Background: an optimization exercise with open tools, aiming at small area, a short achievable clock period and few clock cycles per item. Do not read the settings as production practice.
Function was checked by simulation only, so behaviour that the tests miss may differ from the original.

==> flow/design.v (excerpt) <==
module q16_16_fixed_point_alu (
   input  logic                                 clock,
   input  logic                                 reset,
   input  logic                                 req_valid,
   output logic                                 req_ready,
   input  logic [q16_pkg::OpWidth-1:0]          req_type,
   input  logic signed [q16_pkg::DataWidth-1:0] operand_a,
   input  logic signed [q16_pkg::DataWidth-1:0] operand_b,
   output logic                                 rsp_valid,
   input  logic                                 rsp_ready,
   output logic signed [q16_pkg::DataWidth-1:0] result_value,
   output logic [q16_pkg::StatWidth-1:0]        status
);
==> flow/config.mk <==
export PLATFORM = sky130hd
export DESIGN_NAME = q16_16_fixed_point_alu
export DESIGN_NICKNAME = q16_16_fixed_point_alu
export VERILOG_FILES = /design/flow/design.v
export SDC_FILE = /design/flow/constraint.sdc
export NUM_CORES = 4
export LEC_CHECK = 0
export ABC_AREA = 1
export CAP_MARGIN = 20
export CORE_MARGIN = 2
export CORE_UTILIZATION = 55
export SLEW_MARGIN = 20
==> flow/constraint.sdc <==
create_clock -name core_clock -period 12.0 [get_ports {clock}]
set_input_delay 2.4000 -clock core_clock [delete_from_list [all_inputs] [get_ports {clock}]]
set_output_delay 2.4000 -clock core_clock [all_outputs]
set_load 0.01 [all_outputs]
standard.sh (not shown) runs the stock make flow with config.mk's settings and CLKGATE_MAP_FILE= SYNTH_SCRIPT=/design/flow/synth_recipe.tcl, a recipe that flattens the netlist after the stock synthesis.
==> flow/flow/run.sh <==
#!/bin/bash
# Standard layout (standard.sh), with timing repair aimed 6 ns below the clock period.
set -euo pipefail
export SETUP_SLACK_MARGIN=6
bash standard.sh finish > standard.log 2>&1
The baseline went through all stages and came out clean.
Testbench counts at the start, summed over its fixed seeds: cycles 13,084, ops 4,800.
Next try:
--- a/flow/design.v
+++ b/flow/design.v
@@ -39,20 +39,20 @@
    output logic [q16_pkg::StatWidth-1:0]        status
 );
    localparam logic [1:0] KMul  = 2'd0;    
    localparam logic [1:0] KDiv  = 2'd1;
    localparam logic [1:0] KRem  = 2'd2;
    localparam logic [1:0] KZero = 2'd3;
    logic [31:0] aq, bq;
    logic        sbq;       
    logic        bzq;       
-   logic        e_busy, e_first, e_ovf;
-   logic        e_nost, e_mofl;
+   logic        e_busy, e_first, e_ovf, e_nost;
+   logic        e_mofl;    
    logic [4:0]  e_cnt;
    logic [66:0] S;         
    logic        f_valid, f_s, f_ovf, f_div0;
    logic [1:0]  f_kind;
    logic is_add, is_sub, is_mul, is_div, is_rem, is_dr;
    logic is_as;    
    logic e_done, e_adv, f_fire, cap;
    logic        h_valid;
    logic [33:0] h_val;
@@ -161,20 +161,18 @@
    logic [3:0]  ssel;      
    logic        preovf;
    logic [4:0]  steps;
    logic [66:0] sinit;
    assign amag = aq[31] ? (~aq + 32'd1) : aq;
    assign bmag = bq[31] ? (~bq + 32'd1) : bq;
    assign la   = len_sig(operand_a);
    assign lb   = len_sig(operand_b);
    logic [5:0] la_q, lb_q;
-   assign e_nost = is_rem ? (lb_q > la_q) : ({1'b0, la_q} >= {1'b0, lb_q} + 7'd16);
-   assign e_mofl = ({1'b0, la_q} + {1'b0, lb_q} >= 7'd50);
    always_comb begin
       la_s = {2'b00, la_q};
       lb_s = {2'b00, lb_q};
       z = (is_div ? 8'sd18 : 8'sd31) - la_s + lb_s;
       preovf = is_div & (z < 8'sd3);
       if (z >= 8'sd32)      ssel = 4'd8;
       else if (z[7])        ssel = 4'd0;
       else                  ssel = {1'b0, z[4:2]};
       if (preovf) steps = 5'd0;
@@ -207,18 +205,20 @@
          is_mul <= (req_type == q16_pkg::OpMul);
          is_div <= (req_type == q16_pkg::OpDiv);
          is_rem <= (req_type == q16_pkg::OpRem);
          is_dr  <= (req_type == q16_pkg::OpDiv) || (req_type == q16_pkg::OpRem);
          sbq   <= operand_b[31];
          bzq   <= (operand_b == 32'd0);
          e_cnt <= {3'd0, mj_in};
          la_q  <= la;
          lb_q  <= lb;
+         e_nost <= (req_type == q16_pkg::OpRem) ? (lb > la) : ({1'b0, la} >= {1'b0, lb} + 7'd16);
+         e_mofl <= ({1'b0, la} + {1'b0, lb} >= 7'd50);
       end else if (e_busy && e_adv) begin
          if (is_dr) begin
             if (e_first) begin
                bq    <= bmag;
                e_cnt <= steps;
                e_ovf <= preovf;
             end else if (e_cnt != 5'd0) begin
                e_cnt <= e_cnt - 5'd1;
             end
Outcome: Synthesized area goes down by 0.65%; count of clock-buffer cells in the layout is higher by 1; flip-flop and latch count went up by 2; global-route usage increases by 0.88 points; fmax goes down by 1.6%.
Testbench counts after the change, summed over its fixed seeds: cycles 13,084, ops 4,800.

port drivers added, routing unchanged:
No port has a modelled driver above. Below, the same layouts with a new extraction and two added sets of constraints. Step 1 (the two cells are an assumption about what drives the block):
set clk [get_ports {clock}]
set_driving_cell -lib_cell sky130_fd_sc_hd__clkbuf_16 $clk
set_driving_cell -lib_cell sky130_fd_sc_hd__buf_2 [delete_from_list [all_inputs] $clk]
Step 2 times the ports against the registers' clock, not the clock port: input delays grow and output delays shrink by t, the midpoint of the rising clock arrivals with the driver on. Three values: ideal, step 1, step 2; two values: the first two.
| run | t (ns) | setup WS [ns] | hold WS [ns] | clock arrival spread, ns | worst slew at a driven data input, ns |
|---|---|---|---|---|---|
| the first run | 0.654 | 6.060 / 6.060 / 5.558 | 0.504 / 0.504 / 0.504 | 0.014 / 0.014 | 0.04 |
| the second run | 0.637 | 5.962 / 5.997 / 5.361 | 0.501 / 0.501 / 0.501 | 0.039 / 0.039 | 0.17 |
After both steps setup and hold are still met in every run listed. The setup slack of the second run, which loses most, moves by +0.035 ns with the drivers and by -0.601 ns with both steps.
